From an optimization exercise on the open Yosys and OpenROAD flow, aimed at small area; shortcuts taken in it are not production practice.
RTL that was checked went through simulation tests only; none was proved equivalent to the original.
Power and IR drop assume default switching activity.

==> flow/design.v (excerpt) <==
module dsp_fpga_data (
  input  logic                    mcbsp0_slaver_clkx,
  input  logic                    cfg_rst,
  input  logic                    mcbsp0_slaver_fsx,
  input  logic                    mcbsp0_slaver_mosi,
  input  dsp_link_pkg::buf_addr_t read_addr,
  output dsp_link_pkg::word_t     send_data,
  output logic                    tx_send_start,
  output logic                    start_send,
  output dsp_link_pkg::step_t     send_step,
  output logic                    part_syn_start,
  output logic                    lose,
  output logic                    corase_end,
  output logic                    fine_end,
  output dsp_link_pkg::word_t     corase_syn_pos,
  output dsp_link_pkg::word_t     fine_syn_pos,
  output logic                    dsp_start_send,
  output logic                    flag_croase,
  output logic                    flag_fine,
  output logic                    croase_data_flag,
  output logic                    fine_data_flag,
  output logic                    decode_data_flag,
  output logic                    tx_data_flag
);
Size: about 1500 flip-flops, roughly 120 I/O pins.
export LEC_CHECK = 0
export CAP_MARGIN = 20
export CORE_MARGIN = 2
export CORE_UTILIZATION = 60
export PLACE_DENSITY = 0.7
export SLEW_MARGIN = 20
export SYNTH_HIERARCHICAL = 1
create_clock -name core_clock -period 5.0 [get_ports {mcbsp0_slaver_clkx}]
standard.sh (not shown) runs the stock make flow with config.mk's settings and CLKGATE_MAP_FILE= SYNTH_SCRIPT=/design/flow/synth_recipe.tcl, a recipe that flattens the netlist after the stock synthesis.
==> flow/flow/run.sh <==
#!/bin/bash
# The standard layout, with two changes: the port buffers are buf_1 cells, and
# clock tree synthesis uses clkbuf_8 buffers in clusters of at most 18 sinks,
# without dummy loads.
set -euo pipefail
cd "$(dirname "$0")/.."
export BUFFER_PORTS_ARGS="-buffer_cell sky130_fd_sc_hd__buf_1"
export CTS_ARGS="-sink_clustering_enable -repair_clock_nets -dont_use_dummy_load -buf_list sky130_fd_sc_hd__clkbuf_8 -sink_clustering_size 18 -sink_clustering_max_diameter 60"
bash standard.sh > standard.log 2>&1
Edit:
--- a/flow/design.v
+++ b/flow/design.v
@@ -299,24 +299,27 @@
       hold_word <= rx_word_n;
     end
   end
   logic [2*NW:0] rd_sel;      
   logic [4:0]    rd_pos;
   logic          rd_bank;
   logic          rd_hold;
+  logic          rd_hold_nx;
   assign rd_sum = {1'b0, read_addr[4:0]} + {1'b0, phase_nx};
+  assign rd_hold_nx = pend && (read_addr == {wr_bank, wr_idx});
   always_ff @(posedge mcbsp0_slaver_clkx) begin
-    rd_pos  <= (rd_sum >= 6'(NW)) ? 5'(rd_sum - 6'(NW)) : rd_sum[4:0];
+    rd_pos  <= rd_hold_nx ? 5'd31 :
+               (rd_sum >= 6'(NW)) ? 5'(rd_sum - 6'(NW)) : rd_sum[4:0];
     rd_bank <= read_addr[5];
-    rd_hold <= pend && (read_addr == {wr_bank, wr_idx});
+    rd_hold <= rd_hold_nx;
   end
   always_comb begin
     for (int k = 0; k < NW; k++) begin
-      rd_sel[k]      = !rd_hold && !rd_bank && (rd_pos == 5'(k));
-      rd_sel[NW + k] = !rd_hold &&  rd_bank && (rd_pos == 5'(k));
+      rd_sel[k]      = !rd_bank && (rd_pos == 5'(k));
+      rd_sel[NW + k] =  rd_bank && (rd_pos == 5'(k));
     end
     rd_sel[2*NW] = rd_hold;
   end
   dsp_link_pkg::word_t src [0:2*NW];
   logic [13:0]         grp_n [0:W-1];
   always_comb begin
     for (int k = 0; k < NW; k++) begin
Outcome:
- wire length increases by 3.9%
- utilization goes up by 0.21 points
- non-clock buffer count came out higher by 17
- sequential power barely changes
- power stays flat
- cell count grows by 0.51%
- clock power stays flat
- setup slack loses 0.049 ns
The RTL of the second run of this note was laid out without a check of its function.

========
Another version of the RTL of dsp_fpga_data (not shown whole).
For scale: roughly 2500 cells after synthesis, ~1500 flip-flops, ~120 I/O pins.
==> module tx_frame_buffer, before the edit <==
module tx_frame_buffer (
  input  logic                    mcbsp0_slaver_clkx,
  input  logic                    cfg_rst,
  input  logic                    arm,
  input  dsp_link_pkg::word_t     rx_word_n,   
  input  logic                    rx_valid,
  input  dsp_link_pkg::buf_addr_t read_addr,
  output dsp_link_pkg::word_t     send_data,
  output logic                    tx_send_start
);
  localparam int NW = dsp_link_pkg::FRAME_WORDS;
  dsp_link_pkg::word_t ring0 [0:NW-1];
  dsp_link_pkg::word_t ring1 [0:NW-1];
  dsp_link_pkg::word_t hold_word;
  logic [4:0] phase;        
  logic [4:0] phase_nx;
  logic [4:0] wr_idx;       
  logic       wr_bank;      
  logic       pend;         
  logic       send_en;
  logic       wr_en;
  logic       ins;
  logic [5:0] wr_sum;
  logic [5:0] rd_sum;
  assign wr_en    = send_en && rx_valid;
  assign phase_nx = (phase == 5'(NW - 1)) ? 5'd0 : phase + 5'd1;
  assign wr_sum   = {1'b0, wr_idx} + {1'b0, phase};
  assign ins      = pend && ((wr_sum == 6'(NW - 1)) || (wr_sum == 6'(2 * NW - 1)));
  always_ff @(posedge mcbsp0_slaver_clkx or posedge cfg_rst) begin
    if (cfg_rst) begin
      send_en <= 1'b0;
    end else if (tx_send_start) begin   
      send_en <= 1'b0;
    end else if (arm) begin
      send_en <= 1'b1;
    end
  end
  always_ff @(posedge mcbsp0_slaver_clkx or posedge cfg_rst) begin
    if (cfg_rst) begin
      phase         <= '0;
      wr_idx        <= '0;
      wr_bank       <= 1'b0;
      pend          <= 1'b0;
      tx_send_start <= 1'b0;
    end else begin
      phase         <= phase_nx;
      tx_send_start <= wr_en && (wr_idx == 5'(NW - 1));
      if (wr_en) begin
        pend <= 1'b1;
      end else if (ins) begin
        pend <= 1'b0;
        if (wr_idx == 5'(NW - 1)) begin   
          wr_idx  <= '0;
          wr_bank <= ~wr_bank;
        end else begin
          wr_idx <= wr_idx + 5'd1;
        end
      end
    end
  end
  logic ins0, ins0_n, ins1, ins1_n;
  assign ins0   = ins && !wr_bank;
  assign ins1   = ins &&  wr_bank;
  assign ins0_n = ~ins0;
  assign ins1_n = ~ins1;
  for (genvar b = 0; b < dsp_link_pkg::WORD_W; b++) begin : g_in
    dsp_ring_in u_in0 (
      .clk (mcbsp0_slaver_clkx), .s (ins0), .s_n (ins0_n),
      .a (ring0[NW-1][b]), .b (hold_word[b]), .q (ring0[0][b])
    );
    dsp_ring_in u_in1 (
      .clk (mcbsp0_slaver_clkx), .s (ins1), .s_n (ins1_n),
      .a (ring1[NW-1][b]), .b (hold_word[b]), .q (ring1[0][b])
    );
  end
  always_ff @(posedge mcbsp0_slaver_clkx) begin
    for (int k = 1; k < NW; k++) begin
      ring0[k] <= ring0[k-1];
      ring1[k] <= ring1[k-1];
    end
    if (wr_en) begin
      hold_word <= rx_word_n;
    end
  end
  logic [2*NW:0] rd_sel;      
  logic [4:0]    rd_pos;
  logic          rd_bank;
  logic          rd_hold;
  assign rd_sum = {1'b0, read_addr[4:0]} + {1'b0, phase_nx};
  always_ff @(posedge mcbsp0_slaver_clkx) begin
    rd_pos  <= (rd_sum >= 6'(NW)) ? 5'(rd_sum - 6'(NW)) : rd_sum[4:0];
    rd_bank <= read_addr[5];
    rd_hold <= pend && (read_addr == {wr_bank, wr_idx});
  end
  always_comb begin
    for (int k = 0; k < NW; k++) begin
      rd_sel[k]      = !rd_hold && !rd_bank && (rd_pos == 5'(k));
      rd_sel[NW + k] = !rd_hold &&  rd_bank && (rd_pos == 5'(k));
    end
    rd_sel[2*NW] = rd_hold;
  end
  dsp_link_pkg::word_t src [0:2*NW];
  logic [13:0]         grp_n [0:dsp_link_pkg::WORD_W-1];
  always_comb begin
    for (int k = 0; k < NW; k++) begin
      src[k]      = ring0[k];
      src[NW + k] = ring1[k];
    end
    src[2*NW] = hold_word;
  end
  for (genvar b = 0; b < dsp_link_pkg::WORD_W; b++) begin : g_bit
    for (genvar g = 0; g < 13; g++) begin : g_grp
      dsp_aoi222 u_aoi (
        .a1 (rd_sel[3*g]),     .a2 (src[3*g][b]),
        .b1 (rd_sel[3*g + 1]), .b2 (src[3*g + 1][b]),
        .c1 (rd_sel[3*g + 2]), .c2 (src[3*g + 2][b]),
        .y  (grp_n[b][g])
      );
    end
    dsp_aoi22 u_aoi_last (
      .a1 (rd_sel[39]), .a2 (src[39][b]),
      .b1 (rd_sel[40]), .b2 (src[40][b]),
      .y  (grp_n[b][13])
    );
    assign send_data[b] = &grp_n[b];
  end
endmodule
==> flow/config.mk <==
export PLATFORM = sky130hd
export DESIGN_NAME = dsp_fpga_data
export DESIGN_NICKNAME = dsp_fpga_data
export VERILOG_FILES = /design/flow/design.v
export SDC_FILE = /design/flow/constraint.sdc
export NUM_CORES = 4
export LEC_CHECK = 0
export CAP_MARGIN = 20
export CORE_MARGIN = 2
export CORE_UTILIZATION = 60
export PLACE_DENSITY = 0.7
export SLEW_MARGIN = 20
export SYNTH_HIERARCHICAL = 1
==> flow/constraint.sdc <==
create_clock -name core_clock -period 5.0 [get_ports {mcbsp0_slaver_clkx}]
set_input_delay 1.0000 -clock core_clock [delete_from_list [all_inputs] [get_ports {mcbsp0_slaver_clkx}]]
set_output_delay 1.0000 -clock core_clock [all_outputs]
set_load 0.01 [all_outputs]
Scripts as last shown in full above: flow/flow/run.sh
Change:
--- a/flow/design.v
+++ b/flow/design.v
@@ -286,14 +286,17 @@
   logic          rd_bank;
   logic          rd_hold;
+  logic          rd_hold_nx;
   assign rd_sum = {1'b0, read_addr[4:0]} + {1'b0, phase_nx};
+  assign rd_hold_nx = pend && (read_addr == {wr_bank, wr_idx});
   always_ff @(posedge mcbsp0_slaver_clkx) begin
-    rd_pos  <= (rd_sum >= 6'(NW)) ? 5'(rd_sum - 6'(NW)) : rd_sum[4:0];
+    rd_pos  <= rd_hold_nx ? 5'd31 :
+               (rd_sum >= 6'(NW)) ? 5'(rd_sum - 6'(NW)) : rd_sum[4:0];
     rd_bank <= read_addr[5];
-    rd_hold <= pend && (read_addr == {wr_bank, wr_idx});
+    rd_hold <= rd_hold_nx;
   end
   always_comb begin
     for (int k = 0; k < NW; k++) begin
-      rd_sel[k]      = !rd_hold && !rd_bank && (rd_pos == 5'(k));
-      rd_sel[NW + k] = !rd_hold &&  rd_bank && (rd_pos == 5'(k));
+      rd_sel[k]      = !rd_bank && (rd_pos == 5'(k));
+      rd_sel[NW + k] =  rd_bank && (rd_pos == 5'(k));
     end
     rd_sel[2*NW] = rd_hold;
Result: Hold slack loses 0.022 ns; routed wire length increases by 0.53%; synthesized area is about the same; non-clock buffer count increases by 5; via count barely changes; flip-flop and latch count is unchanged; design area increases by 0.49%; setup slack loses 0.047 ns; maximum frequency decreases by 0.96%; power hardly moves; clock skew decreases by 0.0077 ns; sequential power hardly moves; count of clock-buffer cells in the layout is unchanged; first-iteration DRC count hardly moves.
No functional check of the RTL was part of the second run of this note.

separate check: timing with driven ports:
The results above use ideal ports. As a check the final layouts listed here were re-extracted and re-timed, cells and wires unchanged.
Step 1 assumes that a clkbuf_16 drives the clock port and a buf_2 every other input.
Step 2 times the ports against the registers' clock, not the clock port: input delays grow and output delays shrink by t, the midpoint of the rising clock arrivals with the driver on.
Three values: ideal ports, drivers, drivers and shift; two values: the first two.
run	t, ns	slack for setup (ns)	worst slew at a driven data input, ns	pins driven straight from the clock port
the first run of note 1	0.758	0.159 / 0.096 / 0.854	0.05	1
the second run of note 1	0.770	0.110 / 0.046 / 0.817	0.04	1
the first run of note 2	0.754	0.215 / 0.149 / 0.903	0.04	1
the second run of note 2	0.770	0.169 / 0.101 / 0.871	0.06	1
After both steps every run listed still meets setup and hold.
